Source: an optimization exercise on an open RTL-to-GDS flow (aim: small area). Production flows keep margins and buffers that such runs may drop.
At most, simulation tests tie the RTL to the original design; equivalence was not proved.

==> flow/design.v <==
module dda_move_engine #(
  parameter int          NUM_AXES     = 2,
  parameter int          BUFFER_DEPTH = 4,
  parameter int          DUR_WIDTH    = 64,
  parameter int          ACC_WIDTH    = 64,
  parameter int          DIV_WIDTH    = 24,
  parameter logic [63:0] THRESHOLD    = 64'h7fffffffffffff9b,
  parameter int          STEP_HOLD    = 8
) (
  input  logic                            clk,
  input  logic                            resetn,
  input  logic [DIV_WIDTH-1:0]            clock_divisor,
  input  logic                            wr_valid,
  output logic                            wr_ready,
  input  logic [DUR_WIDTH-1:0]            wr_duration,
  input  logic [NUM_AXES-1:0]             wr_dir,
  input  logic [NUM_AXES*ACC_WIDTH-1:0]   wr_increment,
  input  logic [NUM_AXES*ACC_WIDTH-1:0]   wr_incinc,
  input  logic                            abort,
  output logic [NUM_AXES-1:0]             step,
  output logic [NUM_AXES-1:0]             dir,
  output logic                            busy,
  output logic                            move_done,
  output logic [$clog2(BUFFER_DEPTH):0]   buffer_count
);
  localparam int PTR_W  = $clog2(BUFFER_DEPTH);
  localparam int CNT_W  = PTR_W + 1;
  localparam int HOLD_W = $clog2(STEP_HOLD);
  localparam logic [ACC_WIDTH-1:0] CORR = {1'b1, {(ACC_WIDTH-1){1'b0}}} - THRESHOLD[ACC_WIDTH-1:0];
  function automatic logic [ACC_WIDTH-1:0] cia_add(input logic [ACC_WIDTH-1:0] x,
                                                   input logic [ACC_WIDTH-1:0] y,
                                                   input int b0, input int bn);
    logic rc, tt, cb, s0;
    cb = 1'b0; rc = 1'b0; tt = 1'b1;
    for (int i = 0; i < ACC_WIDTH; i++) begin
      if (i >= b0 && ((i - b0) % bn) == 0) begin
        cb = (i == b0) ? rc : (rc | (cb & tt));
        rc = 1'b0;
        tt = 1'b1;
      end
      s0 = x[i] ^ y[i] ^ rc;
      rc = (x[i] & y[i]) | (rc & (x[i] ^ y[i]));
      cia_add[i] = (i < b0) ? s0 : (s0 ^ (cb & tt));
      tt = tt & s0;
    end
  endfunction
  logic ld, run;
  logic [DUR_WIDTH-1:0]          mem_dur    [BUFFER_DEPTH];
  logic [NUM_AXES-1:0]           mem_dir    [BUFFER_DEPTH];
  logic [NUM_AXES*ACC_WIDTH-1:0] mem_inc    [BUFFER_DEPTH];
  logic [NUM_AXES*ACC_WIDTH-1:0] mem_incinc [BUFFER_DEPTH];
  logic [PTR_W-1:0]              rd_ptr, wr_ptr;
  logic [DUR_WIDTH-1:0]          tickdown;
  logic [NUM_AXES*ACC_WIDTH-1:0] cur_incinc;
  logic [DIV_WIDTH-1:0]          div_r, clkcnt;     
  logic                          tick_r;            
  logic [ACC_WIDTH-1:0]          inc_r   [NUM_AXES];    
  logic [HOLD_W-1:0]             hcnt    [NUM_AXES];    
  logic [ACC_WIDTH-1:0]          acc     [NUM_AXES];
  logic [NUM_AXES-1:0]           corr;
  logic [ACC_WIDTH-1:0]          acc_sum [NUM_AXES];
  logic [ACC_WIDTH-1:0]          csa_u   [NUM_AXES];
  logic [ACC_WIDTH-1:0]          inc_t   [NUM_AXES];
  logic [ACC_WIDTH-1:0]          corr_t  [NUM_AXES];
  logic [ACC_WIDTH-1:0]          csa_v   [NUM_AXES];
  logic [NUM_AXES-1:0]           pend, fire;
  logic                          push, pop, tick, last, upd, hold;
  logic [BUFFER_DEPTH-1:0]       rsel;
  logic [DUR_WIDTH-1:0]          rd_dur;
  logic [NUM_AXES-1:0]           rd_dir;
  logic [NUM_AXES*ACC_WIDTH-1:0] rd_inc, rd_incinc;
  assign wr_ready = !buffer_count[CNT_W-1] && !abort;
  assign push     = wr_valid && wr_ready;
  assign pop      = !ld && !run && (buffer_count != '0);
  assign tick     = tick_r;
  assign last     = tickdown == DUR_WIDTH'(1);
  assign busy     = ld || run;
  assign upd      = tick && !ld;
  assign hold     = !tick && !ld;
  always_comb begin
    for (int k = 0; k < BUFFER_DEPTH; k++) rsel[k] = ld && (rd_ptr == PTR_W'(k));
    rd_dur = '0; rd_dir = '0; rd_inc = '0; rd_incinc = '0;
    for (int k = 0; k < BUFFER_DEPTH; k++) begin
      rd_dur    = rd_dur    | ({DUR_WIDTH{rsel[k]}} & mem_dur[k]);
      rd_dir    = rd_dir    | ({NUM_AXES{rsel[k]}} & mem_dir[k]);
      rd_inc    = rd_inc    | ({(NUM_AXES*ACC_WIDTH){rsel[k]}} & mem_inc[k]);
      rd_incinc = rd_incinc | ({(NUM_AXES*ACC_WIDTH){rsel[k]}} & mem_incinc[k]);
    end
  end
  always_comb begin
    for (int a = 0; a < NUM_AXES; a++) begin
      inc_t[a]   = {ACC_WIDTH{tick}} & inc_r[a];
      corr_t[a]  = (tick && corr[a]) ? CORR : '0;
      csa_u[a]   = acc[a] ^ inc_t[a] ^ corr_t[a];
      csa_v[a]   = {(acc[a][ACC_WIDTH-2:0] & inc_t[a][ACC_WIDTH-2:0]) |
                    ((acc[a][ACC_WIDTH-2:0] ^ inc_t[a][ACC_WIDTH-2:0]) & corr_t[a][ACC_WIDTH-2:0]), 1'b0};
      acc_sum[a] = cia_add(csa_u[a], csa_v[a], 12, 13);
      fire[a]    = tick && !acc_sum[a][ACC_WIDTH-1] && (acc_sum[a] != '0);
    end
  end
  always_ff @(posedge clk) begin
    if (push) begin
      mem_dur[wr_ptr]    <= wr_duration;
      mem_dir[wr_ptr]    <= wr_dir;
      mem_inc[wr_ptr]    <= wr_increment;
      mem_incinc[wr_ptr] <= wr_incinc;
    end
  end
  always_ff @(posedge clk) begin
    clkcnt <= (ld || tick) ? DIV_WIDTH'(1) : clkcnt + 1'b1;
    if (ld) div_r <= {clock_divisor[DIV_WIDTH-1:1], clock_divisor[0] | (clock_divisor == '0)};
    cur_incinc <= rd_incinc | ({(NUM_AXES*ACC_WIDTH){!ld}} & cur_incinc);
    tickdown   <= rd_dur | ({DUR_WIDTH{upd}} & (tickdown - 1'b1)) | ({DUR_WIDTH{hold}} & tickdown);
    for (int a = 0; a < NUM_AXES; a++)
      inc_r[a] <= rd_inc[a*ACC_WIDTH +: ACC_WIDTH] |
                  ({ACC_WIDTH{upd}} & cia_add(inc_r[a], cur_incinc[a*ACC_WIDTH +: ACC_WIDTH], 16, 16)) |
                  ({ACC_WIDTH{hold}} & inc_r[a]);
    for (int a = 0; a < NUM_AXES; a++) begin
      if (fire[a] && !(step[a] || pend[a])) hcnt[a] <= HOLD_W'(STEP_HOLD - 1);
      else if (!fire[a] && pend[a])         hcnt[a] <= HOLD_W'(STEP_HOLD - 1);
      else                                  hcnt[a] <= hcnt[a] - 1'b1;
    end
  end
  always_ff @(posedge clk or negedge resetn) begin
    if (!resetn) begin
      ld           <= 1'b0;
      run          <= 1'b0;
      rd_ptr       <= '0;
      wr_ptr       <= '0;
      buffer_count <= '0;
      move_done    <= 1'b0;
      dir          <= '0;
      step         <= '0;
      pend         <= '0;
      corr         <= '0;
      tick_r       <= 1'b0;
      for (int a = 0; a < NUM_AXES; a++) acc[a] <= '0;
    end else if (abort) begin
      ld           <= 1'b0;
      run          <= 1'b0;
      rd_ptr       <= '0;
      wr_ptr       <= '0;
      buffer_count <= '0;
      move_done    <= 1'b0;
      step         <= '0;
      pend         <= '0;
      corr         <= '0;
      tick_r       <= 1'b0;
      for (int a = 0; a < NUM_AXES; a++) acc[a] <= '0;
    end else begin
      if (ld)        tick_r <= (rd_dur != '0) && (clock_divisor <= DIV_WIDTH'(1));
      else if (tick) tick_r <= !last && (div_r == DIV_WIDTH'(1));
      else           tick_r <= run && ((clkcnt + 1'b1) == div_r);
      if (push) wr_ptr <= wr_ptr + 1'b1;
      if (ld)   rd_ptr <= rd_ptr + 1'b1;
      if (push && !pop)      buffer_count <= buffer_count + 1'b1;
      else if (pop && !push) buffer_count <= buffer_count - 1'b1;
      for (int a = 0; a < NUM_AXES; a++) begin
        if (fire[a]) begin
          step[a] <= !(step[a] || pend[a]);
          pend[a] <= step[a] || pend[a];
        end else if (pend[a]) begin
          pend[a] <= 1'b0;
          step[a] <= 1'b1;
        end else if (step[a] && hcnt[a] == '0) begin
          step[a] <= 1'b0;
        end
      end
      ld        <= pop;
      move_done <= (ld && rd_dur == '0) || (tick && last);
      if (ld) begin
        dir <= rd_dir;
        run <= rd_dur != '0;
      end else if (tick && last) begin
        run <= 1'b0;
      end
      corr <= fire | ({NUM_AXES{!tick}} & corr);
      for (int a = 0; a < NUM_AXES; a++)
        acc[a] <= {acc_sum[a][ACC_WIDTH-1] ^ fire[a], acc_sum[a][ACC_WIDTH-2:0]};
    end
  end
endmodule
clock: 11.0 ns
lec_check: 0
cap_margin: 20
core_margin: 2
core_utilization: 75
slew_margin: 20
standard.sh (not shown) runs the stock make flow with config.mk's settings and CLKGATE_MAP_FILE= SYNTH_SCRIPT=/design/flow/synth_recipe.tcl, a recipe that flattens the netlist after the stock synthesis.
==> flow/flow/run.sh <==
#!/bin/bash
# Standard ORFS layout with two changes: the port buffers are the smallest
# buffer cell, and CTS uses clkbuf_8 leaf clusters without dummy loads.
set -euo pipefail
export BUFFER_PORTS_ARGS="-buffer_cell sky130_fd_sc_hd__buf_1"
export CTS_ARGS="-sink_clustering_enable -repair_clock_nets -dont_use_dummy_load -buf_list sky130_fd_sc_hd__clkbuf_8 -sink_clustering_size 18 -sink_clustering_max_diameter 55"
bash standard.sh > standard_flow.log 2>&1
==> next run, changes <==
--- a/flow/design.v
+++ b/flow/design.v
@@ -52,5 +52,5 @@
   logic [PTR_W-1:0]              rd_ptr, wr_ptr;
   logic [DUR_WIDTH-1:0]          tickdown;
-  logic [NUM_AXES*ACC_WIDTH-1:0] cur_incinc;
+  logic [NUM_AXES*ACC_WIDTH-1:0] cur_incinc_n;     
   logic [DIV_WIDTH-1:0]          div_r, clkcnt;     
   logic                          tick_r;            
@@ -110,10 +110,9 @@
     clkcnt <= (ld || tick) ? DIV_WIDTH'(1) : clkcnt + 1'b1;
     if (ld) div_r <= {clock_divisor[DIV_WIDTH-1:1], clock_divisor[0] | (clock_divisor == '0)};
-    cur_incinc <= rd_incinc | ({(NUM_AXES*ACC_WIDTH){!ld}} & cur_incinc);
+    cur_incinc_n <= ~(rd_incinc | ({(NUM_AXES*ACC_WIDTH){!ld}} & ~cur_incinc_n));
     tickdown   <= rd_dur | ({DUR_WIDTH{upd}} & (tickdown - 1'b1)) | ({DUR_WIDTH{hold}} & tickdown);
     for (int a = 0; a < NUM_AXES; a++)
       inc_r[a] <= rd_inc[a*ACC_WIDTH +: ACC_WIDTH] |
-                  ({ACC_WIDTH{upd}} & cia_add(inc_r[a], cur_incinc[a*ACC_WIDTH +: ACC_WIDTH], 16, 16)) |
-                  ({ACC_WIDTH{hold}} & inc_r[a]);
+                  ({ACC_WIDTH{!ld}} & (tick ? cia_add(inc_r[a], ~cur_incinc_n[a*ACC_WIDTH +: ACC_WIDTH], 12, 13) : inc_r[a]));
     for (int a = 0; a < NUM_AXES; a++) begin
       if (fire[a] && !(step[a] || pend[a])) hcnt[a] <= HOLD_W'(STEP_HOLD - 1);
Flip-flop and latch count is unchanged.
Non-clock buffer count goes down by 6.
Via count goes down slightly.
Count of clock-buffer cells in the layout goes down by 2.
Hold slack degrades by 0.0081 ns.
Clock skew goes down by 0.010 ns.
No functional check of the RTL was part of the second run of this note.

[re-timing with driven ports]
The flow's constraints put no driver on any port. The routed layouts listed below were extracted and timed again, unchanged, in two steps.
Step 1 sets driving cells, clkbuf_16 on the clock port and buf_2 on the other inputs (assumed; they add their load-dependent delay and slew).
Step 2 times the ports against the registers' clock, not the clock port: input delays grow and output delays shrink by t, the midpoint of the rising clock arrivals with the driver on.
a / b / c = ideal ports / drivers / drivers and shift; a / b = the first two.
| run | t, ns | slack for setup (ns) | latest minus earliest clock arrival (ns) | worst register clock-pin slew, ns |
|---|---|---|---|---|
| the first run | 0.908 | 0.371 / 0.371 / 0.371 | 0.099 / 0.099 | 0.11 / 0.11 |
| the second run | 0.902 | 0.559 / 0.559 / 0.559 | 0.088 / 0.088 | 0.11 / 0.11 |
After both steps every run listed still meets setup and hold.
